Source: an optimization exercise on an open RTL-to-GDS flow (aim: small area). Production flows keep margins and buffers that such runs may drop. In this exercise RTL edits were held to simulation tests only and were not proved equivalent to the original. Power figures rest on the tool's default switching activity, not on a simulated workload.

[flow/config.mk]
export PLATFORM = sky130hd
export DESIGN_NAME = arena_display
export DESIGN_NICKNAME = arena_display
export VERILOG_FILES = /design/flow/design.v
export SDC_FILE = /design/flow/constraint.sdc
export NUM_CORES = 4
export LEC_CHECK = 0
export ABC_AREA = 1
export CAP_MARGIN = 20
export CORE_MARGIN = 2
export CORE_UTILIZATION = 40
export CTS_BUF_LIST = sky130_fd_sc_hd__clkbuf_8
export SLEW_MARGIN = 20
[flow/constraint.sdc]
create_clock -name core_clock -period 14.0 [get_ports {clk}]
set_input_delay 2.8000 -clock core_clock [delete_from_list [all_inputs] [get_ports {clk}]]
set_output_delay 2.8000 -clock core_clock [all_outputs]
set_load 0.01 [all_outputs]
[flow/design.v]
package arena_pkg;
	typedef logic signed [10:0] coord_t;
	typedef logic [9:0] rail_t;
	typedef logic [6:0] score_t;
	typedef logic [3:0] digit_t;
	typedef logic [7:0] channel_t;
	localparam int H_TOTAL = 800;
	localparam int V_TOTAL = 525;
	localparam int H_SYNC_END = 95;
	localparam int V_SYNC_END = 1;
	localparam coord_t ACTIVE_X_MIN = 143;  
	localparam coord_t ACTIVE_X_MAX = 784;
	localparam coord_t ACTIVE_Y_MIN = 34;
	localparam coord_t ACTIVE_Y_MAX = 515;
	localparam coord_t FIELD_X_END = 660;  
	localparam coord_t BORDER_LEFT = 144;
	localparam coord_t BORDER_RIGHT = 659;
	localparam coord_t BORDER_TOP = 35;
	localparam coord_t BORDER_BOTTOM = 513;
	localparam coord_t HALF_LINE_Y = 275;
	localparam coord_t BLUE_GOAL1_X = 300;
	localparam coord_t BLUE_GOAL1_Y = 470;
	localparam coord_t BLUE_GOAL2_X = 400;
	localparam coord_t BLUE_GOAL2_Y = 430;
	localparam coord_t BLUE_GOAL3_X = 500;
	localparam coord_t BLUE_GOAL3_Y = 470;
	localparam coord_t RED_GOAL1_X = 300;
	localparam coord_t RED_GOAL1_Y = 80;
	localparam coord_t RED_GOAL2_X = 400;
	localparam coord_t RED_GOAL2_Y = 120;
	localparam coord_t RED_GOAL3_X = 500;
	localparam coord_t RED_GOAL3_Y = 80;
	localparam int GOAL_RING = 2;  
	localparam coord_t BLUE_VER_X = 240;
	localparam coord_t BLUE_HOR_Y = 370;
	localparam coord_t RED_VER_X = 560;
	localparam coord_t RED_HOR_Y = 180;
	localparam int BLUE_TENS_X = 676;
	localparam int BLUE_ONES_X = 698;
	localparam int RED_TENS_X = 738;
	localparam int RED_ONES_X = 762;
	localparam int SCORE_Y = 100;
	localparam channel_t BOARD_R = 200;  
	localparam channel_t BOARD_G = 210;
	localparam channel_t BOARD_B = 200;
endpackage
module raster_timing (
	input  logic clk,
	input  logic rst_n,
	input  logic pix_en,
	output logic [9:0] x,
	output logic [9:0] y,
	output logic hor_sync,
	output logic ver_sync
);
	function automatic logic ge_k(input logic [9:0] v, input int k);
		logic r;
		r = 1'b1;
		for (int i = 0; i < 10; i++)
			r = k[i] ? (v[i] & r) : (v[i] | r);
		ge_k = r;
	endfunction
	logic x_end;
	logic y_end;
	logic [10:0] xc;
	logic [10:0] yc;
	logic x_clr;
	logic y_clr;
	assign x_end = x[9] & x[8] & x[5] & (&x[3:0]);  
	assign y_end = y[9] & y[3] & y[2];              
	assign xc[0] = pix_en;
	assign yc[0] = pix_en & x_end;
	for (genvar i = 0; i < 10; i++) begin : g_carry
		assign xc[i + 1] = xc[i] & x[i];
		assign yc[i + 1] = yc[i] & y[i];
	end
	assign x_clr = !rst_n || (pix_en && x_end);
	assign y_clr = !rst_n || (yc[0] && y_end);
	always_ff @(posedge clk) begin
		x <= x_clr ? 10'd16 : x ^ xc[9:0];
		y <= y_clr ? 10'd0 : y ^ yc[9:0];
	end
	assign hor_sync = (ge_k(x, 112));  
	assign ver_sync = |y[9:1];   
endmodule
module pitch_painter (
	input  logic [9:0] x,
	input  logic [9:0] y,
	input  arena_pkg::rail_t team1_ver_pos,
	input  arena_pkg::rail_t team1_hor_pos,
	input  arena_pkg::rail_t team2_ver_pos,
	input  arena_pkg::rail_t team2_hor_pos,
	input  arena_pkg::coord_t ball_x,
	input  arena_pkg::coord_t ball_y,
	input  arena_pkg::coord_t bludger_x,
	input  arena_pkg::coord_t bludger_y,
	output logic red_shape,
	output logic blue_shape,
	output logic line_hit,
	output logic ball_hit,
	output logic bludger_hit
);
	function automatic logic ge_k(input logic [9:0] v, input int k);
		logic r;
		r = 1'b1;
		for (int i = 0; i < 10; i++)
			r = k[i] ? (v[i] & r) : (v[i] | r);
		ge_k = r;
	endfunction
	function automatic logic [9:0] sub10(input logic [9:0] a, input logic [9:0] b);
		logic c;
		c = 1'b1;
		for (int i = 0; i < 10; i++) begin
			sub10[i] = a[i] ^ !b[i] ^ c;
			c = (a[i] & !b[i]) | (a[i] & c) | (!b[i] & c);
		end
	endfunction
	function automatic logic [5:0] add6(input logic [5:0] a, input logic [5:0] b);
		logic c;
		c = 1'b0;
		for (int i = 0; i < 6; i++) begin
			add6[i] = a[i] ^ b[i] ^ c;
			c = (a[i] & b[i]) | (a[i] & c) | (b[i] & c);
		end
	endfunction
	function automatic logic le5(input logic [4:0] a, input logic [4:0] b, input logic eq);
		logic r;
		r = eq;
		for (int i = 0; i < 5; i++)
			r = (!a[i] & b[i]) | (!(a[i] ^ b[i]) & r);
		le5 = r;
	endfunction
	function automatic logic le6(input logic [5:0] a, input logic [5:0] b);
		logic r;
		r = 1'b1;
		for (int i = 0; i < 6; i++)
			r = (!a[i] & b[i]) | (!(a[i] ^ b[i]) & r);
		le6 = r;
	endfunction
	function automatic logic in_span(input logic [9:0] e, input logic [4:0] f);
		logic pos;
		logic neg;
		pos = e[9:5] == 5'h00;
		neg = e[9:5] == 5'h1f;
		in_span = (pos || neg) && le5(e[4:0] ^ {5{neg}}, f, !neg);
	endfunction
	function automatic logic in_span16(input logic [9:0] e, input logic [4:0] f);
		logic pos;
		logic neg;
		pos = ((e[9:5] == 5'h00) && !e[4]) || ((e[9:5] == 5'h1f) && e[4]);
		neg = ((e[9:5] == 5'h1f) && !e[4]) || ((e[9:5] == 5'h1e) && e[4]);
		in_span16 = (pos || neg) && le5({!e[4], e[3:0]} ^ {5{neg}}, f, !neg);
	endfunction
	function automatic logic small_disc(input logic [9:0] ex, input logic [9:0] ey,
			input logic cx_neg, input logic cy_neg);
		logic xin;
		logic x3;
		logic x4;
		logic yin;
		logic y3;
		logic y4;
		xin = (ex[9:5] == 5'h1f) && (ex[4:0] >= 5'd12) && (ex[4:0] <= 5'd20);
		x3 = (ex[4:0] == 5'd12) || (ex[4:0] == 5'd13) || (ex[4:0] == 5'd19) || (ex[4:0] == 5'd20);
		x4 = (ex[4:0] == 5'd12) || (ex[4:0] == 5'd20);
		yin = ((ey[9:3] == 7'h00) && (!ey[2] || (ey[1:0] == 2'd0))) ||
			((ey[9:3] == 7'h7f) && ey[2]);
		y3 = (ey[2:0] == 3'd3) || (ey[2:0] == 3'd4) || (ey[2:0] == 3'd5);
		y4 = ey[2:0] == 3'd4;
		small_disc = !cx_neg && !cy_neg && xin && yin && !(x3 && y3 && (x4 || y4));
	endfunction
	logic v_red;
	logic v_win;
	logic v_s;
	logic [5:0] v_a;
	logic [5:0] v_t;
	logic v_hit;
	assign v_red = x[9];
	assign v_win = v_red ? ((x[8:5] == 4'b0001) || (x[8:5] == 4'b0010)) :
		((x[8:5] == 4'b0111) || (x[8:5] == 4'b1000));
	assign v_s = x[5];
	assign v_a = add6({1'b0, x[4:0] ^ {5{v_s}}}, {5'd0, v_s});
	assign v_t[0] = (!v_a[5] && !v_a[4] && v_a[3] && !v_a[1]) || (!v_a[5] && v_a[4] && !v_a[3] && !v_a[2] && !v_a[0]) || (!v_a[5] && v_a[4] && !v_a[3] && v_a[2] && v_a[0]) || (!v_a[5] && !v_a[4] && v_a[2] && v_a[1] && v_a[0]) || (!v_a[5] && v_a[4] && !v_a[3] && v_a[1] && !v_a[0]);
	assign v_t[1] = (!v_a[5] && !v_a[4] && v_a[2] && v_a[1] && v_a[0]) || (!v_a[5] && !v_a[4] && v_a[3] && !v_a[2]) || (!v_a[5] && v_a[4] && !v_a[3] && !v_a[2] && !v_a[1]) || (!v_a[5] && v_a[4] && !v_a[3] && v_a[2] && !v_a[0]) || (!v_a[5] && v_a[4] && !v_a[2] && !v_a[1] && !v_a[0]);
	assign v_t[2] = (!v_a[5] && !v_a[4] && !v_a[3] && v_a[2] && v_a[1] && v_a[0]) || (!v_a[5] && !v_a[4] && v_a[3] && !v_a[2]) || (!v_a[5] && !v_a[4] && v_a[3] && !v_a[1]) || (!v_a[5] && v_a[3] && !v_a[2] && !v_a[1] && !v_a[0]) || (!v_a[5] && v_a[4] && !v_a[3] && v_a[2] && !v_a[1]) || (!v_a[5] && !v_a[4] && v_a[3] && !v_a[0]);
	assign v_t[3] = (!v_a[5] && !v_a[4] && !v_a[3] && !v_a[2]) || (!v_a[5] && v_a[4] && !v_a[3] && v_a[2]) || (!v_a[5] && !v_a[3] && v_a[2] && !v_a[1]) || (!v_a[5] && !v_a[3] && v_a[2] && !v_a[0]);
	assign v_t[4] = (!v_a[5] && !v_a[4]) || (!v_a[5] && !v_a[3] && !v_a[2]);
	assign v_t[5] = (!v_a[5] && !v_a[4]) || (!v_a[5] && !v_a[3]) || (!v_a[5] && !v_a[2] && !v_a[1] && !v_a[0]);
	assign v_hit = v_win && v_t[5] &&
		in_span(sub10(v_red ? team2_ver_pos : team1_ver_pos, y), v_t[4:0]);
	logic h_blue;
	logic h_win;
	logic h_up;
	logic [5:0] h_a;
	logic [5:0] h_t;
	logic h_hit;
	assign h_blue = y[8];
	assign h_win = (ge_k(y, 128) && !ge_k(y, 224)) ||
		(ge_k(y, 320) && !ge_k(y, 416));
	assign h_up = (!ge_k(y, 180)) ||
		(ge_k(y, 256) && !ge_k(y, 370));
	assign h_a = add6(y[5:0] ^ {6{h_up}}, h_blue ? (h_up ? 6'd51 : 6'd14) : (h_up ? 6'd53 : 6'd12));
	assign h_t[0] = (!h_a[5] && !h_a[4] && h_a[3] && !h_a[1]) || (!h_a[5] && h_a[4] && !h_a[3] && !h_a[2] && !h_a[0]) || (!h_a[5] && h_a[4] && !h_a[3] && h_a[2] && h_a[0]) || (!h_a[5] && !h_a[4] && h_a[2] && h_a[1] && h_a[0]) || (!h_a[5] && h_a[4] && !h_a[3] && h_a[1] && !h_a[0]);
	assign h_t[1] = (!h_a[5] && !h_a[4] && h_a[2] && h_a[1] && h_a[0]) || (!h_a[5] && !h_a[4] && h_a[3] && !h_a[2]) || (!h_a[5] && h_a[4] && !h_a[3] && !h_a[2] && !h_a[1]) || (!h_a[5] && h_a[4] && !h_a[3] && h_a[2] && !h_a[0]) || (!h_a[5] && h_a[4] && !h_a[2] && !h_a[1] && !h_a[0]);
	assign h_t[2] = (!h_a[5] && !h_a[4] && !h_a[3] && h_a[2] && h_a[1] && h_a[0]) || (!h_a[5] && !h_a[4] && h_a[3] && !h_a[2]) || (!h_a[5] && !h_a[4] && h_a[3] && !h_a[1]) || (!h_a[5] && h_a[3] && !h_a[2] && !h_a[1] && !h_a[0]) || (!h_a[5] && h_a[4] && !h_a[3] && h_a[2] && !h_a[1]) || (!h_a[5] && !h_a[4] && h_a[3] && !h_a[0]);
	assign h_t[3] = (!h_a[5] && !h_a[4] && !h_a[3] && !h_a[2]) || (!h_a[5] && h_a[4] && !h_a[3] && h_a[2]) || (!h_a[5] && !h_a[3] && h_a[2] && !h_a[1]) || (!h_a[5] && !h_a[3] && h_a[2] && !h_a[0]);
	assign h_t[4] = (!h_a[5] && !h_a[4]) || (!h_a[5] && !h_a[3] && !h_a[2]);
	assign h_t[5] = (!h_a[5] && !h_a[4]) || (!h_a[5] && !h_a[3]) || (!h_a[5] && !h_a[2] && !h_a[1] && !h_a[0]);
	assign h_hit = h_win && h_t[5] &&
		in_span16(sub10(h_blue ? team1_hor_pos : team2_hor_pos, x), h_t[4:0]);
	logic g_xw;
	logic g_c1;
	logic g_c2;
	logic g_left;
	logic [5:0] g_kx;
	logic [5:0] ax;
	logic g_blue;
	logic g_yw;
	logic g_up;
	logic [5:0] g_ky;
	logic [5:0] ay;
	logic g_swap;
	logic [5:0] g_n;
	logic [5:0] g_m;
	logic [5:0] lo;
	logic [5:0] hi;
	logic g_ring;
	logic g_post;
	logic g_hit;
	assign g_xw = (ge_k(x, 256) && !ge_k(x, 576));
	assign g_c1 = (ge_k(x, 368) && !ge_k(x, 464));
	assign g_c2 = (ge_k(x, 464));
	assign g_left = (!ge_k(x, 316)) ||
		(ge_k(x, 368) && !ge_k(x, 416)) ||
		(ge_k(x, 464) && !ge_k(x, 516));
	assign g_kx = g_c2 ? (g_left ? 6'd5 : 6'd60) : g_c1 ? (g_left ? 6'd33 : 6'd32) : (g_left ? 6'd61 : 6'd4);
	assign ax = add6(x[5:0] ^ {6{g_left}}, g_kx);
	assign g_blue = y[9] | y[8];
	assign g_yw = g_c1 ? ((ge_k(y, 64) && !ge_k(y, 176)) ||
		(ge_k(y, 384) && !ge_k(y, 480))) : ((!ge_k(y, 128)) ||
		(ge_k(y, 416)));
	assign g_up = g_c1 ? ((!ge_k(y, 120)) ||
		(ge_k(y, 256) && !ge_k(y, 430))) : ((!ge_k(y, 80)) ||
		(ge_k(y, 256) && !ge_k(y, 470)));
	assign g_ky = g_blue ? (g_c1 ? (g_up ? 6'd47 : 6'd18) : (g_up ? 6'd23 : 6'd42)) : (g_c1 ? (g_up ? 6'd57 : 6'd8) : (g_up ? 6'd17 : 6'd48));
	assign ay = add6(y[5:0] ^ {6{g_up}}, g_ky);
	assign lo[0] = (!g_n[3] && !g_n[2] && !g_n[1] && !g_n[0]) || (g_n[3] && !g_n[2] && g_n[0]) || (!g_n[4] && g_n[3] && !g_n[2] && g_n[1]) || (!g_n[4] && g_n[3] && g_n[2] && !g_n[1] && !g_n[0]) || (g_n[3] && g_n[1] && g_n[0]) || (g_n[4] && g_n[1] && g_n[0]) || (g_n[4] && g_n[3] && g_n[0]) || (g_n[4] && !g_n[3] && g_n[2] && !g_n[0]);
	assign lo[1] = (!g_n[4] && !g_n[3]) || (!g_n[2] && !g_n[1] && !g_n[0]) || (g_n[2] && g_n[1] && g_n[0]) || (!g_n[3] && !g_n[2] && !g_n[1]) || (g_n[4] && g_n[3] && g_n[1] && g_n[0]) || (!g_n[3] && g_n[1] && !g_n[0]) || (g_n[4] && g_n[3] && !g_n[1] && !g_n[0]);
	assign lo[2] = (!g_n[4] && !g_n[2]) || (!g_n[4] && !g_n[1]) || (g_n[3] && !g_n[2] && !g_n[1]) || (!g_n[3] && g_n[2] && g_n[1]) || (g_n[3] && g_n[1] && !g_n[0]);
	assign lo[3] = (g_n[4] && g_n[2] && g_n[1]) || (g_n[4] && g_n[3]);
	assign lo[4] = (g_n[4] && g_n[2] && g_n[1]) || (g_n[4] && g_n[3]);
	assign lo[5] = (!g_n[4]) || (!g_n[3] && !g_n[2]) || (!g_n[3] && !g_n[1]);
	assign hi[0] = (!g_n[4] && !g_n[3]) || (!g_n[4] && !g_n[2] && !g_n[1]) || (g_n[2] && g_n[1]) || (!g_n[3] && g_n[1]) || (g_n[3] && !g_n[2] && !g_n[1] && g_n[0]) || (g_n[4] && g_n[3] && g_n[2] && !g_n[0]) || (!g_n[4] && !g_n[1] && g_n[0]);
	assign hi[1] = (g_n[3] && g_n[2] && g_n[0]) || (g_n[3] && g_n[2] && g_n[1]) || (g_n[4] && !g_n[3] && !g_n[2] && !g_n[1]) || (g_n[4] && g_n[2] && g_n[1]) || (g_n[4] && g_n[3] && !g_n[1] && !g_n[0]);
	assign hi[2] = (g_n[3] && g_n[2] && g_n[0]) || (g_n[3] && g_n[2] && g_n[1]) || (g_n[4] && !g_n[3] && !g_n[2]) || (g_n[4] && g_n[2] && !g_n[1]);
	assign hi[3] = (!g_n[4] && !g_n[3]) || (!g_n[4] && !g_n[2]) || (g_n[4] && g_n[3] && g_n[2]) || (!g_n[4] && !g_n[1] && !g_n[0]);
	assign hi[4] = (g_n[4] && g_n[3] && g_n[2]);
	assign hi[5] = (!g_n[4]) || (!g_n[3]) || (!g_n[2]);
	assign g_swap = !le6(ay, ax);
	assign g_n = g_swap ? ax : ay;
	assign g_m = g_swap ? ay : ax;
	assign g_ring = g_yw && ((!g_n[5] && !g_n[4]) || (!g_n[5] && !g_n[3]) || (!g_n[5] && !g_n[2]) || (!g_n[5] && !g_n[1])) && le6(lo, g_m) && le6(g_m, hi);
	assign g_post = (ax[5:2] == 4'd0) && (ax[1:0] != 2'd3) && (g_c1 ? ((!ge_k(y, 81)) ||
		(ge_k(y, 470))) : ((!ge_k(y, 41)) ||
		(ge_k(y, 510))));
	assign g_hit = g_xw && (g_ring || g_post);
	assign red_shape = (g_hit && !g_blue) || (v_hit && v_red) || (h_hit && !h_blue);
	assign blue_shape = (g_hit && g_blue) || (v_hit && !v_red) || (h_hit && h_blue);
	assign ball_hit = small_disc(sub10(ball_x[9:0], x), sub10(ball_y[9:0], y), ball_x[10], ball_y[10]);
	assign bludger_hit = small_disc(sub10(bludger_x[9:0], x), sub10(bludger_y[9:0], y),
		bludger_x[10], bludger_y[10]);
	assign line_hit = ((!ge_k(x, 161)) ||
		(ge_k(x, 675))) || ((!ge_k(y, 36)) ||
		(ge_k(y, 275) && !ge_k(y, 276)) ||
		(ge_k(y, 513) && !ge_k(y, 514)));
endmodule
module score_board (
	input  logic [9:0] x,
	input  logic [9:0] y,
	input  arena_pkg::score_t team1_score,
	input  arena_pkg::score_t team2_score,
	output logic blue_digit_hit,
	output logic red_digit_hit
);
	function automatic logic ge_k(input logic [9:0] v, input int k);
		logic r;
		r = 1'b1;
		for (int i = 0; i < 10; i++)
			r = k[i] ? (v[i] & r) : (v[i] | r);
		ge_k = r;
	endfunction
	function automatic logic [4:0] add5(input logic [4:0] a, input logic [4:0] b);
		logic c;
		c = 1'b0;
		for (int i = 0; i < 5; i++) begin
			add5[i] = a[i] ^ b[i] ^ c;
			c = (a[i] & b[i]) | (a[i] & c) | (b[i] & c);
		end
	endfunction
	logic red_side;
	logic ones_sel;
	logic [5:0] half;
	logic [4:0] dx;
	logic [5:0] d5;
	logic [3:0] digit;
	logic [6:0] lit;  
	logic col_l;
	logic col_m;
	logic col_r;
	logic row_t;
	logic row_u;
	logic row_m;
	logic row_l;
	logic row_b;
	logic hit;
	assign red_side = (ge_k(x, 736));
	assign ones_sel = (ge_k(x, 704) && !ge_k(x, 736)) ||
		(ge_k(x, 768));
	assign half = red_side ? team2_score[6:1] : team1_score[6:1];  
	assign d5[0] = (!half[5] && !half[4] && half[3] && half[1]) || (!half[5] && !half[4] && half[3] && half[2]) || (!half[5] && half[4] && !half[3] && !half[2]) || (!half[5] && half[3] && half[2] && half[1]) || (half[5] && !half[4] && !half[3]) || (half[5] && !half[3] && half[2]) || (half[5] && half[4] && half[3] && !half[2]) || (half[5] && !half[3] && half[1]);
	assign d5[1] = (!half[5] && half[4] && half[2]) || (!half[5] && half[4] && half[3]) || (half[5] && !half[4] && !half[3]) || (half[4] && half[3] && half[2]);
	assign d5[2] = (half[5] && half[3]) || (half[5] && half[4]);
	assign d5[3] = (!half[5] && !half[4] && !half[3] && half[1]) || (!half[5] && !half[4] && half[3] && half[2] && !half[1]) || (!half[5] && half[4] && !half[3] && !half[2] && !half[1]) || (!half[5] && !half[3] && half[2] && half[1]) || (!half[5] && half[4] && half[3] && !half[2] && half[1]) || (half[5] && !half[4] && !half[3] && !half[1]) || (half[5] && !half[4] && half[3] && half[1]) || (half[5] && !half[3] && half[2] && !half[1]) || (half[5] && half[4] && half[3] && !half[2] && !half[1]) || (half[5] && half[3] && half[2] && half[1]);
	assign d5[4] = (!half[5] && half[4] && !half[2] && !half[1]) || (!half[5] && half[4] && half[3] && !half[2]) || (half[5] && !half[4] && !half[3] && !half[2] && half[1]) || (half[5] && half[4] && !half[3] && half[2] && half[1]) || (half[4] && half[3] && !half[2] && !half[1]) || (half[5] && !half[4] && half[2] && !half[1]) || (!half[5] && !half[4] && !half[3] && half[2]) || (!half[4] && half[3] && half[2] && half[1]);
	assign d5[5] = (half[5] && !half[4] && !half[3] && half[2] && half[1]) || (!half[5] && !half[4] && half[3] && !half[2] && !half[1]) || (half[5] && half[4] && !half[3] && !half[2] && !half[1]) || (!half[5] && half[4] && !half[3] && !half[2] && half[1]) || (half[5] && half[4] && half[3] && !half[2] && half[1]) || (!half[5] && half[4] && half[3] && half[2] && !half[1]);
	assign digit = ones_sel ? {d5[5:3], half[0]} : {1'b0, d5[2:0]};
	assign lit[0] = (!digit[2] && digit[1]) || (digit[2] && !digit[1]) || (digit[3]) || (digit[2] && !digit[0]);
	assign lit[1] = (!digit[1] && !digit[0]) || (digit[3]) || (digit[2] && !digit[1]) || (digit[2] && !digit[0]);
	assign lit[2] = (!digit[2] && !digit[0]) || (digit[1] && !digit[0]);
	assign lit[3] = (!digit[2] && !digit[0]) || (digit[3]) || (!digit[2] && digit[1]) || (digit[2] && !digit[1] && digit[0]) || (digit[1] && !digit[0]);
	assign lit[4] = (!digit[1]) || (digit[0]) || (digit[2]);
	assign lit[5] = (!digit[2]) || (!digit[1] && !digit[0]) || (digit[1] && digit[0]);
	assign lit[6] = (!digit[2] && !digit[0]) || (digit[1]) || (digit[3]) || (digit[2] && digit[0]);
	assign dx = add5(x[4:0], red_side ? (ones_sel ? 5'd22 : 5'd14) : (ones_sel ? 5'd22 : 5'd12));
	assign col_l = (dx[4] && dx[3] && !dx[2] && !dx[1] && !dx[0]) || (dx[4] && !dx[3] && dx[2] && dx[1]);
	assign col_m = (!dx[4] && !dx[3]) || (dx[4] && dx[3] && dx[0]) || (dx[4] && dx[3] && dx[1]) || (dx[4] && dx[3] && dx[2]);
	assign col_r = (!dx[4] && dx[3] && !dx[2] && !dx[1]) || (!dx[4] && dx[3] && !dx[2] && !dx[0]);
	assign row_t = (ge_k(y, 81) && !ge_k(y, 84));
	assign row_u = (ge_k(y, 84) && !ge_k(y, 99));
	assign row_m = (ge_k(y, 99) && !ge_k(y, 102));
	assign row_l = (ge_k(y, 102) && !ge_k(y, 117));
	assign row_b = (ge_k(y, 117) && !ge_k(y, 120));
	assign hit = (col_m && row_t && lit[6]) || (col_r && row_u && lit[5]) ||
		(col_r && row_l && lit[4]) || (col_m && row_b && lit[3]) ||
		(col_l && row_l && lit[2]) || (col_l && row_u && lit[1]) ||
		(col_m && row_m && lit[0]);
	assign red_digit_hit = hit && red_side;
	assign blue_digit_hit = hit && !red_side;
endmodule
module pixel_composer (
	input  logic clk,
	input  logic rst_n,
	input  logic pix_en,
	input  logic [9:0] x,
	input  logic [9:0] y,
	input  logic red_shape,
	input  logic blue_shape,
	input  logic line_hit,
	input  logic ball_hit,
	input  logic bludger_hit,
	input  logic blue_digit_hit,
	input  logic red_digit_hit,
	output arena_pkg::channel_t red,
	output arena_pkg::channel_t green,
	output arena_pkg::channel_t blue
);
	function automatic logic ge_k(input logic [9:0] v, input int k);
		logic r;
		r = 1'b1;
		for (int i = 0; i < 10; i++)
			r = k[i] ? (v[i] & r) : (v[i] | r);
		ge_k = r;
	endfunction
	logic y_act;
	logic field;
	logic board;
	logic r_d;
	logic g_d;
	logic b_d;
	logic k_d;
	logic r_q;
	logic g_q;
	logic b_q;
	logic k_q;
	assign y_act = (ge_k(y, 35) && !ge_k(y, 515));
	assign field = y_act && ((ge_k(x, 160) && !ge_k(x, 676)));
	assign board = y_act && ((ge_k(x, 677) && !ge_k(x, 800)));
	assign r_d = (field && (red_shape || line_hit || ball_hit || bludger_hit)) ||
		(board && red_digit_hit);
	assign g_d = field && (line_hit || bludger_hit) && !ball_hit;
	assign b_d = (field && (blue_shape || line_hit || ball_hit) && !bludger_hit) ||
		(board && blue_digit_hit && !red_digit_hit);
	assign k_d = board && !red_digit_hit && !blue_digit_hit;
	always_ff @(posedge clk) begin
		if (!rst_n) begin
			r_q <= 1'b0;
			g_q <= 1'b0;
			b_q <= 1'b0;
			k_q <= 1'b0;
		end else if (pix_en) begin
			r_q <= r_d;
			g_q <= g_d;
			b_q <= b_d;
			k_q <= k_d;
		end
	end
	assign red = {r_q | k_q, r_q | k_q, r_q, r_q, r_q | k_q, r_q, r_q, r_q};
	assign green = {g_q | k_q, g_q | k_q, g_q, g_q | k_q, g_q, g_q, g_q | k_q, g_q};
	assign blue = {b_q | k_q, b_q | k_q, b_q, b_q, b_q | k_q, b_q, b_q, b_q};
endmodule
module arena_display (
	input  logic clk,
	input  logic rst_n,
	input  logic pix_en,
	input  arena_pkg::rail_t team1_ver_pos,
	input  arena_pkg::rail_t team1_hor_pos,
	input  arena_pkg::rail_t team2_ver_pos,
	input  arena_pkg::rail_t team2_hor_pos,
	input  arena_pkg::coord_t ball_x,
	input  arena_pkg::coord_t ball_y,
	input  arena_pkg::coord_t bludger_x,
	input  arena_pkg::coord_t bludger_y,
	input  arena_pkg::score_t team1_score,
	input  arena_pkg::score_t team2_score,
	output logic hor_sync,
	output logic ver_sync,
	output arena_pkg::channel_t red,
	output arena_pkg::channel_t green,
	output arena_pkg::channel_t blue
);
	logic [9:0] x;
	logic [9:0] y;
	logic red_shape;
	logic blue_shape;
	logic line_hit;
	logic ball_hit;
	logic bludger_hit;
	logic blue_digit_hit;
	logic red_digit_hit;
	raster_timing u_timing (
		.clk(clk), .rst_n(rst_n), .pix_en(pix_en), .x(x), .y(y),
		.hor_sync(hor_sync), .ver_sync(ver_sync)
	);
	pitch_painter u_painter (
		.x(x), .y(y),
		.team1_ver_pos(team1_ver_pos), .team1_hor_pos(team1_hor_pos),
		.team2_ver_pos(team2_ver_pos), .team2_hor_pos(team2_hor_pos),
		.ball_x(ball_x), .ball_y(ball_y), .bludger_x(bludger_x), .bludger_y(bludger_y),
		.red_shape(red_shape), .blue_shape(blue_shape), .line_hit(line_hit),
		.ball_hit(ball_hit), .bludger_hit(bludger_hit)
	);
	score_board u_board (
		.x(x), .y(y), .team1_score(team1_score), .team2_score(team2_score),
		.blue_digit_hit(blue_digit_hit), .red_digit_hit(red_digit_hit)
	);
	pixel_composer u_composer (
		.clk(clk), .rst_n(rst_n), .pix_en(pix_en), .x(x), .y(y),
		.red_shape(red_shape), .blue_shape(blue_shape), .line_hit(line_hit),
		.ball_hit(ball_hit), .bludger_hit(bludger_hit),
		.blue_digit_hit(blue_digit_hit), .red_digit_hit(red_digit_hit),
		.red(red), .green(green), .blue(blue)
	);
endmodule
[flow/flow/run.sh]
#!/bin/bash
set -euo pipefail
W=$PWD
rm -rf "$W/orfs_scripts"
cp -r "$FLOW_HOME/scripts" "$W/orfs_scripts"
cp "$W/flow/abc_area.script" "$W/orfs_scripts/abc_area.script"
export BUFFER_PORTS_ARGS="-buffer_cell sky130_fd_sc_hd__buf_1"
export CTS_ARGS="-sink_clustering_enable -repair_clock_nets -buf_list sky130_fd_sc_hd__clkbuf_8 -dont_use_dummy_load"
SCRIPTS_DIR="$W/orfs_scripts" ADDER_MAP_FILE= SYNTH_ARGS=-noabc bash standard.sh synth > "$W/synth_make.log" 2>&1
bash standard.sh > "$W/layout_make.log" 2>&1
[flow/flow/abc_area.script]
strash
&get -n
&deepsyn -T 20
&put
dch -f
map -a
strash
&get -n
&deepsyn -T 20
&put
dch -f
amap
topo
[flow/standard.sh]
#!/bin/bash
# synth_recipe.tcl (not shown) runs the flow's synth.tcl, then flattens the netlist and writes it again
# the make line also repeats each setting of config.mk as NAME=value (left out here)
make -C /OpenROAD-flow-scripts/flow DESIGN_CONFIG=/design/flow/config.mk WORK_HOME=/design/flow/orfs CLKGATE_MAP_FILE= SYNTH_SCRIPT=/design/flow/synth_recipe.tcl "${@:-finish}"
==> results of run 1 <==
==> power groups by stage <==
stage	Clock (mW)	Sequential [mW]	Combinational, mW
after floorplan	0	0.0715	0.0848
after CTS	0.0429	0.0708	0.114
after global routing	0.0456	0.0709	0.132
after global placement	0	0.0724	0.114
after detailed placement	0	0.0724	0.114
final	0.0420	0.0709	0.116
==> placed cells by master (no fill, tap or decap), types with 4 or more instances in the layout <==
cell      count
nor2_1      203
o21ai_0     130
buf_1       124
nand2_1     110
clkinv_1    100
a21oi_1      89
o22ai_1      52
nor3_1       40
dfxtp_1      24
a22oi_1      18
nor4_1       14
a211oi_1     14
or2_0        13
a31oi_1      12
o21a_1       10
nand3_1       9
nor2b_1       7
o221ai_1      7
o211ai_1      6
buf_4         5
o22a_1        4
o31ai_1       4
==> registers in the layout, summed over array words and instances (netlist names) <==
register        flops
u_timing.y         10
u_timing.x         10
u_composer.g_q      1
u_composer.r_q      1
u_composer.b_q      1
u_composer.k_q      1
==> final cells by class <==
class                   instances  area, sq um  area share
inverters                     100        375.4     0.06670
repair buffers                129        503.0     0.08937
flip-flops and latches         24        480.5     0.08537
multi-input cells             788         4018      0.7139
well taps                     168        210.2     0.03735
clock buffers                   3        41.29    0.007337
==> Yosys cell counts, types with 6 or more instances <==
master,n
nor3_1,40
clkinv_1,100
a22oi_1,18
o21a_1,10
nor2b_1,7
a211oi_1,14
o21ai_0,130
o221ai_1,7
a31oi_1,12
a21oi_1,89
nor2_1,203
o22ai_1,52
nand3_1,9
or2_0,13
nand2_1,110
o211ai_1,6
nor4_1,14
buf_4,21
dfxtp_1,24
==> logic make-up after synthesis <==
family                 synth area share
AND/OR/NAND/NOR                  0.3417
buffers and inverters            0.1059
flip-flops                      0.09550
AO/OA/AOI/OAI                    0.4516
XOR/XNOR                       0.005224
==> final timing paths <==
kind | startpoint | slack, ns | depth (start not counted) | end
hold reg to reg | u_composer.k_q | 0.56 | 2 | u_composer.k_q
setup / recovery | u_timing.x[5] | 4.88 | 35 | u_composer.r_q
hold / removal | u_composer.k_q | 0.56 | 2 | u_composer.k_q
setup reg to reg | u_timing.x[5] | 4.88 | 35 | u_composer.r_q
==> tightest hold or removal path, stage by stage (launching register included) <==
cell and delay (ns):
dfxtp_1 0.38, a32oi_1 0.07, nor2_1 0.08
==> routing by layer <==
metal,track usage,wire length [microns],vias to the layer above
li1,-,-,3636
met1,0.3415,7839,2849
met2,0.4140,7514,293
met3,0.03062,1312,25
met4,0.02698,172,0
met5,0,0,-
==> impl_metrics.py, run 1 <==
metrics = {
    "run": {
        "drv_cap": 0,
    },
    "setup_path": {
        "critPathKind": "flip-flop to flip-flop",
        "cp-end-kind": "flip-flop",
        "critical_path.max_fanout": 15,
        "critical_path_required_ns": 14.18,
        "timing.critical_path.slowest_stage_cell": "dfxtp_1",
        "critical_path.top_delay_family": "compound AO/OA/AOI/OAI gates",
        "path_common_cell": "clkinv_1",
        "critPathBufInv": 8,
        "cp-start-kind": "flip-flop",
        "critPathMaxStageDelay_ns": 0.67,
        "cp.arrival_ns": 9.30,
    },
    "clocking": {
        "postCtsHoldBufs": 0,
        "tritoncts.num_buffers": 3,
        "cts.root.buffer_cell": "clkbuf_8",
        "htree_levels": 1,
        "numClockSinks": 24,
        "ctsResizeCount": 0,
        "post-cts-setup-buffer-count": 0,
        "clk_transition_reported_paths_ns": 0.09,
        "worstSkewPairLatency_ns": 0.28,
        "cts_tree": "built",
        "max-clock-path-buffers": 2,
    },
    "floorplan": {
        "die_width_microns": 116.2,
        "io-pin-count": 127,
        "dieArea_sq_um": 13490,
        "rows": 40,
        "dieHeight_microns": 116.2,
        "initial_utilization": 0.4137,
        "fp.coreArea_sq_um": 12160,
    },
    "timing": {
        "worst_slack_ns": 4.884,
        "rsz0062_at_grt": "false",
        "report.final.slew_viol_count": 0,
        "setup_viol": 0,
        "finalCritPeriodShare": 0.6511,
        "setup_tns_ns": 0,
        "worst-slew-pin-transition_ns": 0.9196,
        "smallest_hold_slack_ns": 0.5625,
        "clock.fmax_ghz": 0.1097,
        "fin_skew_ns": 0.01564,
        "finalCriticalPeriod_ns": 9.116,
        "hold_viol": 0,
        "slew-limit-headroom": 0.3804,
    },
    "final_layout": {
        "final_net_count": 1147,
        "layout-drive-gt1-share": 0.007663,
        "instances_no_fill": 1212,
        "antenna_cells_inserted": 0,
        "util_after_layout": 0.4628,
        "syn_to_final_growth_pct": 11.86,
        "layout.filler_cells": 1360,
        "final_area_sq_um": 5628,
    },
    "route": {
        "antenna_violating_nets_post_route": 0,
        "detail_route.vias_per_cell": 5.613,
        "wl_per_cell_microns": 13.89,
        "dr_total_vias": 6803,
        "dr.first_iter.drc_count": 576,
        "firstDrtPassIters": 5,
        "postRouteWirelength_mm": 16.84,
        "detail_route.drc_violations": 0,
    },
    "synthesis": {
        "synth.distinct_cells": 49,
        "yosys.area.top_type_share": 0.1515,
        "synth.yosys.warnings": 4,
        "synthTopCellsByArea": "nor2_1 15%, o21ai_0 13%, dfxtp_1 9.5%",
        "postSynthAreaPerCell_sq_um": 5.392,
        "cell_taking_the_most_area_after_synthesis": "nor2_1",
        "post_synthesis_instance_total": 933,
        "post_synth_instance_area_sq_um": 5031,
        "synth_top_flop_cell": "dfxtp_1",
        "syn-num-nets": 1034,
        "yosys_register_bits": 24,
        "count_of_flip_flops_with_a_built_in_enable_after_synthesis": 0,
        "proportion_of_synthesized_chip_area_in_sequential_cells": 0.09550,
        "synthArstFlopShare": 0,
    },
    "power": {
        "power.switching_fraction": 0.4260,
        "seqPwrFrac": 0.309,
        "p_int_mw": 0.1314,
        "power_density_nw_per_um2": 40.69,
        "share_comb_of_total_power": 0.507,
        "vdd.ir_drop.worst_mv": 0.03037,
        "p_leak_nw": 1.839,
        "clockPowerShare": 0.183,
        "power.switching_mw": 0.09753,
        "p_total_mw": 0.2290,
    },
    "place": {
        "placed_cells": 1209,
        "placement.io_buffers": 124,
        "dp_worst_setup_slack_ns": 5.203,
        "hpwlAfterDp_mm": 13.60,
        "dpl_cell_area_sq_um": 5587,
        "gp_routability_congestion": 0.9777,
    },
    "outcome": {
        "outcome": "timing/DRC/antenna clean",
    },
    "grt": {
        "grt_antenna_before_repair": 0,
        "grt_pass1_wl_mm": 26.63,
        "grt_max_degree": 26,
        "overflow": 0,
        "grtUsageTotal": 0.2434,
        "first_global_vias": 5584,
    },
    "worst_hold_path": {
        "worst_hold_path_type": "flip-flop to flip-flop",
    },
}
==> inputs of run 2 (changes only) <==
==> flow/flow/abc_area.script (replaced) <==
strash
&get -n
&deepsyn -T 20
&put
dch -f
amap
strash
&get -n
&deepsyn -T 20
&put
dch -f
amap
strash
&get -n
&deepsyn -T 20
&put
dch -f
amap
topo
==> impl_metrics.py, run 2 <==
metrics = {
    "synthesis": {
        "postSynthAreaPerCell_sq_um": 5.445,
        "post_synth_instance_area_sq_um": 4917,
        "synth_top_flop_cell": "dfxtp_1",
        "synth_commonest_cells": "197 x nor2_1, 136 x o21ai_0, 104 x nand2_1",
        "synthArstFlopShare": 0,
        "synthTopCellsByArea": "nor2_1 15%, o21ai_0 14%, dfxtp_1 9.8%",
        "post_synthesis_instance_total": 903,
        "syn-num-nets": 1004,
        "synth.distinct_cells": 49,
        "synth.yosys.warnings": 4,
        "proportion_of_synthesized_chip_area_in_sequential_cells": 0.09771,
        "cell_taking_the_most_area_after_synthesis": "nor2_1",
        "dominant_cell_by_count_in_the_synthesized_netlist": "nor2_1",
        "yosys_register_bits": 24,
        "yosys.area.top_type_share": 0.1504,
        "count_of_flip_flops_with_a_built_in_enable_after_synthesis": 0,
    },
    "timing": {
        "worst-slew-pin-transition_ns": 0.7789,
        "setup_viol": 0,
        "worst_slack_ns": 6.155,
        "hold_viol": 0,
        "setup_tns_ns": 0,
        "clock.fmax_ghz": 0.1275,
        "finalCritPeriodShare": 0.5604,
        "slew-limit-headroom": 0.4807,
        "report.final.slew_viol_count": 0,
        "smallest_hold_slack_ns": 0.5705,
        "fin_skew_ns": 0.01034,
        "rsz0062_at_grt": "false",
        "finalCriticalPeriod_ns": 7.845,
    },
    "setup_path": {
        "worst_flop_to_flop_path_endpoint": "u_composer.b_q",
        "critPathMaxStageDelay_ns": 0.68,
        "cp-end-kind": "flip-flop",
        "path_common_cell": "clkinv_1",
        "critical_path.max_fanout": 15,
        "timing.critical_path.slowest_stage_cell": "dfxtp_1",
        "critical_path_required_ns": 14.22,
        "crit_path_from": "u_timing.x[5]",
        "r2r_setup_slack_ns": 6.15,
        "reg2regPathDepth": 38,
        "endpoint": "u_composer.b_q",
        "critPathKind": "flip-flop to flip-flop",
        "r2r_start": "u_timing.x[5]",
        "cp.arrival_ns": 8.07,
        "cp-start-kind": "flip-flop",
    },
    "clocking": {
        "clk_transition_reported_paths_ns": 0.09,
        "tritoncts.num_buffers": 3,
        "worstSkewPairLatency_ns": 0.28,
        "ctsResizeCount": 0,
        "max-clock-path-buffers": 2,
        "htree_levels": 1,
        "cts_tree": "built",
        "cts.root.buffer_cell": "clkbuf_8",
        "postCtsHoldBufs": 0,
        "post-cts-setup-buffer-count": 0,
        "numClockSinks": 24,
    },
    "route": {
        "wl_per_cell_microns": 13.95,
        "dr.first_iter.drc_count": 518,
        "detail_route.vias_per_cell": 5.711,
        "antenna_violating_nets_post_route": 0,
        "firstDrtPassIters": 5,
        "dr_total_vias": 6636,
        "postRouteWirelength_mm": 16.21,
        "detail_route.drc_violations": 0,
    },
    "place": {
        "gp_routability_congestion": 0.9523,
        "hpwlAfterDp_mm": 13.00,
        "dp_worst_setup_slack_ns": 6.298,
        "placement.io_buffers": 124,
    },
    "final_layout": {
        "multi_input_logic_area_sq_um": 3954,
        "layout.filler_cells": 1338,
        "largest_registers": "u_timing.x x10, u_timing.y x10",
        "antenna_cells_inserted": 0,
        "syn_to_final_growth_pct": 11.86,
        "util_after_layout": 0.4579,
        "layout_commonest_cell": "nor2_1",
        "layout-drive-gt1-share": 0.009852,
        "most-common-layout-cells": "197 x nor2_1, 136 x o21ai_0, 124 x buf_1",
        "area.sequential_sq_um": 480.5,
        "final_net_count": 1118,
    },
    "outcome": {
        "outcome": "timing/DRC/antenna clean",
    },
    "grt": {
        "grt_max_degree": 23,
        "layer_carrying_the_most_global_route_usage": "met2",
        "grt_use_met3": 0.03163,
        "grtUsageTotal": 0.2416,
        "grt_antenna_before_repair": 0,
        "grt_pass1_wl_mm": 26.50,
        "use_met2": 0.3831,
        "first_global_vias": 5548,
        "overflow": 0,
        "grt_use_met1": 0.3507,
    },
    "power": {
        "p_total_mw": 0.2276,
        "p_leak_nw": 1.763,
        "power_density_nw_per_um2": 41.37,
        "vdd.ir_drop.worst_mv": 0.03268,
    },
    "floorplan": {
        "dieArea_sq_um": 13200,
        "die_width_microns": 114.9,
        "initial_utilization": 0.4094,
        "io-pin-count": 127,
        "rows": 40,
        "fp.coreArea_sq_um": 12010,
        "dieHeight_microns": 114.9,
    },
    "run": {
        "drv_cap": 0,
    },
    "worst_hold_path": {
        "worst_hold_path_type": "flip-flop to flip-flop",
    },
}
-- run 2: layout make-up --
type                            instances  share of cell area
Multi-Input combinational cell        770              0.7188
Timing Repair Buffer                  130             0.09281
Sequential cell                        24             0.08735
Inverter                               88             0.06005
Tap cell                              147             0.03344
Clock buffer                            3            0.007507
-- run 2: worst min-delay path by stage --
stage	cells after the start	start	endpoint	slack [ns]
final	2	u_composer.g_q	u_composer.g_q	0.57
after global routing	2	u_composer.g_q	u_composer.g_q	0.62
after CTS	2	u_composer.g_q	u_composer.g_q	0.58
after detailed placement	2	u_composer.g_q	u_composer.g_q	0.56
after global placement	2	u_composer.g_q	u_composer.g_q	0.55
after floorplan	2	u_composer.k_q	u_composer.k_q	0.50
-- run 2: metrics by stage --
step / cell area (sq um) / instances
2_1_floorplan: 4917 / 903
3_3_place_gp: 5454 / 1159
3_5_place_dp: 5454 / 1159
4_1_cts: 5495 / 1162
5_1_grt: 5500 / 1162
6_report: 5500 / 1162
-- run 2: where the power goes --
group,leakage [nW],switching (mW),total [mW],internal (mW)
sequential,0.194,0.00182,0.0706,0.0688
combinational,1.55,0.0699,0.114,0.0439
clock,0.0216,0.0237,0.0431,0.0194
-- run 2: logic make-up after synthesis --
group,after synthesis,synth area share
xor+xnor,2,0.003563
compound gates,384,0.4695
simple gates,384,0.3300
buf+inv,109,0.09924
flops,24,0.09771
-- run 2: worst max-delay path: cells and delay by family (launching register included) --
family	cells	cell delay, ns
buffers and inverters	11	1.96
DFF	1	0.68
and+or+nand+nor	10	1.72
AOI/OAI and AO/OA	17	3.44
-- run 2: routing by layer --
layer | routed length (microns) | part of all wire | vias up
li1 | - | - | 3549
met1 | 7866 | 0.49 | 2817
met2 | 6952 | 0.43 | 242
met3 | 1061 | 0.065 | 28
met4 | 332 | 0.020 | 0
met5 | 0 | 0 | -
==> inputs of run 3 (changes only) <==
==> flow/flow/run.sh (replaced) <==
#!/bin/bash
set -euo pipefail
W=$PWD
rm -rf "$W/orfs_scripts"
cp -r "$FLOW_HOME/scripts" "$W/orfs_scripts"
cp "$W/flow/abc_area.script" "$W/orfs_scripts/abc_area.script"
export BUFFER_PORTS_ARGS="-buffer_cell sky130_fd_sc_hd__buf_1"
export CTS_ARGS="-sink_clustering_enable -repair_clock_nets -buf_list sky130_fd_sc_hd__clkbuf_8 -dont_use_dummy_load"
SCRIPTS_DIR="$W/orfs_scripts" ADDER_MAP_FILE= SYNTH_ARGS=-noabc SYNTH_INSBUF=0 bash standard.sh synth > "$W/synth_make.log" 2>&1
bash standard.sh > "$W/layout_make.log" 2>&1
--- a/flow/config.mk
+++ b/flow/config.mk
@@ -11,3 +11,4 @@
 export CORE_UTILIZATION = 40
 export CTS_BUF_LIST = sky130_fd_sc_hd__clkbuf_8
+export GPL_TIMING_DRIVEN = 0
 export SLEW_MARGIN = 20
==> impl_metrics.py, run 3 <==
metrics = {
    "floorplan": {
        "fp.coreArea_sq_um": 11520,
        "die_width_microns": 113.1,
        "dieArea_sq_um": 12790,
        "dieHeight_microns": 113.1,
        "initial_utilization": 0.4133,
        "rows": 39,
        "io-pin-count": 127,
    },
    "final_layout": {
        "final_net_count": 1112,
        "antenna_cells_inserted": 0,
        "layout-drive-gt1-share": 0.004955,
        "layout_commonest_cell": "nor2_1",
        "most-common-layout-cells": "197 x nor2_1, 136 x o21ai_0, 124 x buf_1",
        "util_after_layout": 0.4738,
        "syn_to_final_growth_pct": 14.64,
        "largest_registers": "u_timing.x x10, u_timing.y x10",
        "layout.filler_cells": 1327,
        "final_area_sq_um": 5456,
    },
    "clocking": {
        "cts_tree": "built",
        "numClockSinks": 24,
        "post-cts-setup-buffer-count": 0,
        "worstSkewPairLatency_ns": 0.27,
        "clk_transition_reported_paths_ns": 0.08,
        "tritoncts.num_buffers": 3,
        "htree_levels": 1,
        "max-clock-path-buffers": 2,
        "postCtsHoldBufs": 0,
        "ctsResizeCount": 0,
        "cts.root.buffer_cell": "clkbuf_8",
    },
    "setup_path": {
        "cp-start-kind": "flip-flop",
        "reg2regPathDepth": 37,
        "timing.critical_path.slowest_stage_cell": "o21ai_0",
        "critical_path.max_fanout": 15,
        "worst_flop_to_flop_path_endpoint": "u_composer.b_q",
        "critPathMaxStageDelay_ns": 0.83,
        "r2r_setup_slack_ns": 5.22,
        "r2r_start": "u_timing.x[5]",
        "critical_path_required_ns": 14.22,
        "critPathKind": "flip-flop to flip-flop",
        "path_common_cell": "clkinv_1",
        "cp-end-kind": "flip-flop",
        "cp.arrival_ns": 9.00,
    },
    "power": {
        "p_total_mw": 0.2257,
        "power.switching_mw": 0.09430,
        "power.switching_fraction": 0.4178,
        "seqPwrFrac": 0.313,
        "share_comb_of_total_power": 0.502,
        "power_density_nw_per_um2": 41.36,
        "p_int_mw": 0.1314,
        "vdd.ir_drop.worst_mv": 0.03027,
        "clockPowerShare": 0.185,
        "p_leak_nw": 1.734,
    },
    "synthesis": {
        "count_of_flip_flops_with_a_built_in_enable_after_synthesis": 0,
        "post_synth_instance_area_sq_um": 4760,
        "dominant_cell_by_count_in_the_synthesized_netlist": "nor2_1",
        "synth.yosys.warnings": 4,
        "synth_commonest_cells": "197 x nor2_1, 136 x o21ai_0, 104 x nand2_1",
        "proportion_of_synthesized_chip_area_in_sequential_cells": 0.1009,
        "synthArstFlopShare": 0,
        "synth_top_flop_cell": "dfxtp_1",
        "yosys.area.top_type_share": 0.1554,
        "synthTopCellsByArea": "nor2_1 16%, o21ai_0 14%, dfxtp_1 10%",
        "yosys_register_bits": 24,
        "postSynthAreaPerCell_sq_um": 5.396,
        "cell_taking_the_most_area_after_synthesis": "nor2_1",
        "syn-num-nets": 983,
        "synth.distinct_cells": 48,
        "post_synthesis_instance_total": 882,
    },
    "worst_hold_path": {
        "hold-path-cell-count": 2,
        "hold_start": "u_composer.g_q",
        "timing.hold.worst_endpoint": "u_composer.g_q",
        "worst_hold_path_type": "flip-flop to flip-flop",
    },
    "route": {
        "dr.first_iter.drc_count": 479,
        "firstDrtPassIters": 21,
        "dr_total_vias": 6668,
        "detail_route.vias_per_cell": 5.788,
        "wl_per_cell_microns": 13.79,
        "detail_route.drc_violations": 0,
        "maxUsedRoutingLayer": "met4",
        "dr_wl_met3_mm": 1.295,
        "m1WireLength_mm": 7.313,
        "postRouteWirelength_mm": 15.89,
        "antenna_violating_nets_post_route": 0,
        "met2RoutedLength_mm": 7.112,
    },
    "place": {
        "placement.io_buffers": 124,
        "hpwlAfterDp_mm": 12.97,
        "gp_routability_congestion": 0.9601,
        "dpl_cell_area_sq_um": 5410,
    },
    "run": {
        "drv_cap": 0,
    },
    "timing": {
        "report.final.slew_viol_count": 0,
        "clock.fmax_ghz": 0.1138,
        "setup_viol": 0,
        "slew-limit-headroom": 0.3099,
        "worst-slew-pin-transition_ns": 1.024,
        "rsz0062_at_grt": "false",
        "finalCriticalPeriod_ns": 8.785,
        "setup_tns_ns": 0,
        "fin_skew_ns": 0.003477,
        "finalCritPeriodShare": 0.6275,
        "smallest_hold_slack_ns": 0.5787,
        "hold_viol": 0,
    },
    "grt": {
        "overflow": 0,
        "first_global_vias": 5524,
        "grt_max_degree": 24,
        "grt_pass1_wl_mm": 26.14,
        "grtUsageTotal": 0.2430,
        "grt_antenna_before_repair": 0,
    },
    "outcome": {
        "outcome": "timing/DRC/antenna clean",
    },
}
[run 3: through the flow]
step | cells | setup WS, ns
finish | 1152 | 5.215
global route | 1152 | 4.073
CTS | 1152 | 5.341
detailed placement | 1149 | 5.397
global placement | 1149 | 5.493
floorplan | 882 | 7.167
[run 3: layout make-up]
type                       instances  area [sq um]  area share
sequential                        24         480.5     0.08805
tap                              143         178.9     0.03279
inverter                          88         330.3     0.06054
multi-input combinational        770          3960      0.7258
timing repair buffer             124         465.4     0.08530
clock buffer                       3         41.29    0.007567
[run 3: worst max path at each step]
stage,start,end,slack [ns],cells after the start
floorplan,u_timing.x[5],u_composer.r_q,7.17,38
global placement,u_timing.x[5],u_composer.b_q,5.49,37
detailed placement,u_timing.x[5],u_composer.b_q,5.40,37
CTS,u_timing.x[5],u_composer.b_q,5.34,37
global route,u_timing.x[5],u_composer.r_q,4.07,38
finish,u_timing.x[5],u_composer.b_q,5.22,37
[run 3: kinds of logic (layout without fill, tap and decap cells)]
| logic type | count (synthesis) | count (layout) | share of synthesized area |
|---|---|---|---|
| xor gates and xnor gates | 2 | 2 | 0.003681 |
| buffers and inverters | 88 | 215 | 0.06940 |
| and+or+nand+nor | 384 | 384 | 0.3410 |
| DFF | 24 | 24 | 0.1009 |
| AOI/OAI and AO/OA | 384 | 384 | 0.4850 |
[run 3: critical path, delay by kind of cell (launching register included)]
kind	cells	cell delay [ns]
compound gates	17	4.19
buf+inv	10	2.09
simple gates	10	1.75
flops	1	0.68
[run 3: power groups by stage]
stage	Sequential [mW]	Clock (mW)	Combinational, mW
5_1_grt	0.0707	0.0460	0.130
3_5_place_dp	0.0721	0	0.112
6_report	0.0706	0.0418	0.113
4_1_cts	0.0705	0.0429	0.112
2_1_floorplan	0.0719	0	0.0810
3_3_place_gp	0.0721	0	0.110
[run 3: per-layer routing]
layer	up-vias	track usage
li1	3541	-
met1	2835	0.3421
met2	265	0.4040
met3	27	0.03267
met4	0	0.03821
met5	-	0
==> inputs of run 4 (changes only) <==
--- a/flow/flow/run.sh
+++ b/flow/flow/run.sh
@@ -1,3 +1,10 @@
 #!/bin/bash
+# The standard layout with these changes:
+#  - synthesis maps the logic with a stronger ABC area script (flow/abc_area.script),
+#    without Yosys's full-adder extraction and without the quick ABC pass inside
+#    Yosys's synth command (SYNTH_ARGS=-noabc), so the final ABC run sees the
+#    unmapped logic; the flip-flops are mapped by the
+#    standard dfflibmap step, so they keep the standard synthesis's names and cells;
+#  - port buffers use the smallest buffer cell;
 set -euo pipefail
 W=$PWD
==> impl_metrics.py, run 4 <==
metrics = {
    "setup_path": {
        "cp-start-kind": "flip-flop",
        "worst_flop_to_flop_path_endpoint": "u_composer.b_q",
        "r2r_start": "u_timing.x[5]",
        "cp-end-kind": "flip-flop",
        "critPathMaxStageDelay_ns": 0.83,
        "timing.critical_path.slowest_stage_cell": "o21ai_0",
        "r2r_setup_slack_ns": 5.22,
        "reg2regPathDepth": 37,
        "critPathKind": "flip-flop to flip-flop",
        "critical_path_required_ns": 14.22,
        "path_common_cell": "clkinv_1",
        "cp.arrival_ns": 9.00,
        "critical_path.max_fanout": 15,
    },
    "synthesis": {
        "proportion_of_synthesized_chip_area_in_sequential_cells": 0.1009,
        "post_synthesis_instance_total": 882,
        "synth_commonest_cells": "197 x nor2_1, 136 x o21ai_0, 104 x nand2_1",
        "synthTopCellsByArea": "nor2_1 16%, o21ai_0 14%, dfxtp_1 10%",
        "synth.yosys.warnings": 4,
        "yosys.area.top_type_share": 0.1554,
        "synthArstFlopShare": 0,
        "post_synth_instance_area_sq_um": 4760,
        "dominant_cell_by_count_in_the_synthesized_netlist": "nor2_1",
        "syn-num-nets": 983,
        "synth_top_flop_cell": "dfxtp_1",
        "synth.distinct_cells": 48,
        "postSynthAreaPerCell_sq_um": 5.396,
        "count_of_flip_flops_with_a_built_in_enable_after_synthesis": 0,
        "cell_taking_the_most_area_after_synthesis": "nor2_1",
        "yosys_register_bits": 24,
    },
    "floorplan": {
        "rows": 39,
        "die_width_microns": 113.1,
        "fp.coreArea_sq_um": 11520,
        "initial_utilization": 0.4133,
        "io-pin-count": 127,
        "dieArea_sq_um": 12790,
        "dieHeight_microns": 113.1,
    },
    "power": {
        "p_int_mw": 0.1314,
        "seqPwrFrac": 0.313,
        "power.switching_fraction": 0.4178,
        "power_density_nw_per_um2": 41.36,
        "clockPowerShare": 0.185,
        "power.switching_mw": 0.09430,
        "p_total_mw": 0.2257,
        "vdd.ir_drop.worst_mv": 0.03027,
        "p_leak_nw": 1.734,
        "share_comb_of_total_power": 0.502,
    },
    "grt": {
        "grt_antenna_before_repair": 0,
        "grt_max_degree": 24,
        "grt_pass1_wl_mm": 26.14,
        "first_global_vias": 5524,
        "grtUsageTotal": 0.2430,
        "overflow": 0,
    },
    "run": {
        "drv_cap": 0,
    },
    "final_layout": {
        "multi_input_logic_area_sq_um": 3960,
        "layout-drive-gt1-share": 0.004955,
        "antenna_cells_inserted": 0,
        "area.sequential_sq_um": 480.5,
        "largest_registers": "u_timing.x x10, u_timing.y x10",
        "layout_commonest_cell": "nor2_1",
        "most-common-layout-cells": "197 x nor2_1, 136 x o21ai_0, 124 x buf_1",
        "syn_to_final_growth_pct": 14.64,
        "layout.filler_cells": 1327,
        "util_after_layout": 0.4738,
        "final_net_count": 1112,
    },
    "clocking": {
        "postCtsHoldBufs": 0,
        "ctsResizeCount": 0,
        "cts.root.buffer_cell": "clkbuf_8",
        "clk_transition_reported_paths_ns": 0.08,
        "cts_tree": "built",
        "tritoncts.num_buffers": 3,
        "max-clock-path-buffers": 2,
        "post-cts-setup-buffer-count": 0,
        "worstSkewPairLatency_ns": 0.27,
        "numClockSinks": 24,
        "htree_levels": 1,
    },
    "timing": {
        "report.final.slew_viol_count": 0,
        "slew-limit-headroom": 0.3099,
        "finalCriticalPeriod_ns": 8.785,
        "clock.fmax_ghz": 0.1138,
        "worst_slack_ns": 5.215,
        "worst-slew-pin-transition_ns": 1.024,
        "rsz0062_at_grt": "false",
        "setup_viol": 0,
        "hold_viol": 0,
        "setup_tns_ns": 0,
        "fin_skew_ns": 0.003477,
        "finalCritPeriodShare": 0.6275,
    },
    "worst_hold_path": {
        "timing.hold.worst_endpoint": "u_composer.g_q",
        "worst_hold_path_type": "flip-flop to flip-flop",
        "hold-path-cell-count": 2,
        "hold_start": "u_composer.g_q",
    },
    "place": {
        "dp_worst_setup_slack_ns": 5.397,
        "placement.io_buffers": 124,
        "hpwlAfterDp_mm": 12.97,
        "gp_routability_congestion": 0.9601,
    },
    "route": {
        "postRouteWirelength_mm": 15.89,
        "detail_route.vias_per_cell": 5.788,
        "dr.first_iter.drc_count": 479,
        "detail_route.drc_violations": 0,
        "firstDrtPassIters": 21,
        "antenna_violating_nets_post_route": 0,
        "wl_per_cell_microns": 13.79,
        "dr_total_vias": 6668,
    },
    "outcome": {
        "outcome": "timing/DRC/antenna clean",
    },
}
-- run 4: cell counts in the layout (fill, tap and decap cells not counted) --
Identical to the previous run, type by type.
-- run 4: worst max-delay path, delay by kind of cell, from the launching register on --
family,cells,cell delay [ns]
AO/OA/AOI/OAI,17,4.19
AND/OR/NAND/NOR,10,1.75
buffers and inverters,10,2.09
flip-flops,1,0.68
-- run 4: layout make-up --
class / instances / share of cell area
well taps: 143 / 0.03279
repair buffers: 124 / 0.08530
inverters: 88 / 0.06054
clock buffers: 3 / 0.007567
multi-input cells: 770 / 0.7258
flip-flops and latches: 24 / 0.08805
-- run 4: kinds of logic (layout without fill, tap and decap cells) --
logic type,count (synthesis),after routing,share of synthesized area
AO/OA/AOI/OAI,384,384,0.4850
AND/OR/NAND/NOR,384,384,0.3410
buffers and inverters,88,215,0.06940
flip-flops,24,24,0.1009
XOR/XNOR,2,2,0.003681
-- run 4: routing by layer --
metal  global-route usage  up-vias  routed length, microns
met5                    0        -                       0
met4              0.03821        0                     168
met3              0.03267       27                    1295
met2               0.4040      265                    7112
met1               0.3421     2835                    7313
li1                     -     3541                       -
-- run 4: how the worst max path moves through the flow --
| stage | to | depth (start not counted) | startpoint | slack [ns] |
|---|---|---|---|---|
| after CTS | u_composer.b_q | 37 | u_timing.x[5] | 5.34 |
| after global placement | u_composer.b_q | 37 | u_timing.x[5] | 5.49 |
| after global routing | u_composer.r_q | 38 | u_timing.x[5] | 4.07 |
| after detailed placement | u_composer.b_q | 37 | u_timing.x[5] | 5.40 |
| final | u_composer.b_q | 37 | u_timing.x[5] | 5.22 |
| after floorplan | u_composer.r_q | 38 | u_timing.x[5] | 7.17 |
-- run 4: through the flow --
stage / hold WS, ns / instance area, sq um / std cells
6_report: 0.5787 / 5456 / 1152
5_1_grt: 0.6130 / 5456 / 1152
4_1_cts: 0.5827 / 5451 / 1152
3_5_place_dp: 0.5695 / 5410 / 1149
3_3_place_gp: 0.5545 / 5404 / 1149
2_1_floorplan: 0.5044 / 4760 / 882
-- run 4: power by group through the flow --
stage,combinational (mW),clock [mW],sequential (mW)
after global placement,0.110,0,0.0721
after detailed placement,0.112,0,0.0721
after floorplan,0.0810,0,0.0719
after global routing,0.130,0.0460,0.0707
after CTS,0.112,0.0429,0.0705
final,0.113,0.0418,0.0706

## what the ideal ports hide
How much do the figures lean on ideal ports? The routed layouts below were timed once more, with nothing changed but the port constraints. Step 1 (the two cells are an assumption about what drives the block):
set clk [get_ports {clk}]
set_driving_cell -lib_cell sky130_fd_sc_hd__clkbuf_16 $clk
set_driving_cell -lib_cell sky130_fd_sc_hd__buf_2 [delete_from_list [all_inputs] $clk]
Step 2, shift: input delay + t, output delay - t, t = (earliest + latest rising clock arrival at the registers) / 2. This alone moves slack from input paths to output paths. Slacks: ideal ports / drivers / drivers and shift; pairs: ideal ports / drivers.
| run | t, ns | slack for setup (ns) | worst hold slack (ns) | latest minus earliest clock arrival (ns) | cell pins on the clock port's net |
|---|---|---|---|---|---|
| run 1 | 0.306 | 4.884 / 4.884 / 4.884 | 0.562 / 0.562 / 0.562 | 0.016 / 0.016 | 1 |
| run 2 | 0.305 | 6.155 / 6.155 / 6.155 | 0.570 / 0.570 / 0.570 | 0.011 / 0.011 | 1 |
| run 3 | 0.296 | 5.215 / 5.215 / 5.215 | 0.579 / 0.579 / 0.579 | 0.003 / 0.003 | 1 |
| run 4 | 0.296 | 5.215 / 5.215 / 5.215 | 0.579 / 0.579 / 0.579 | 0.003 / 0.003 | 1 |
After both steps setup and hold are still met in every run listed.
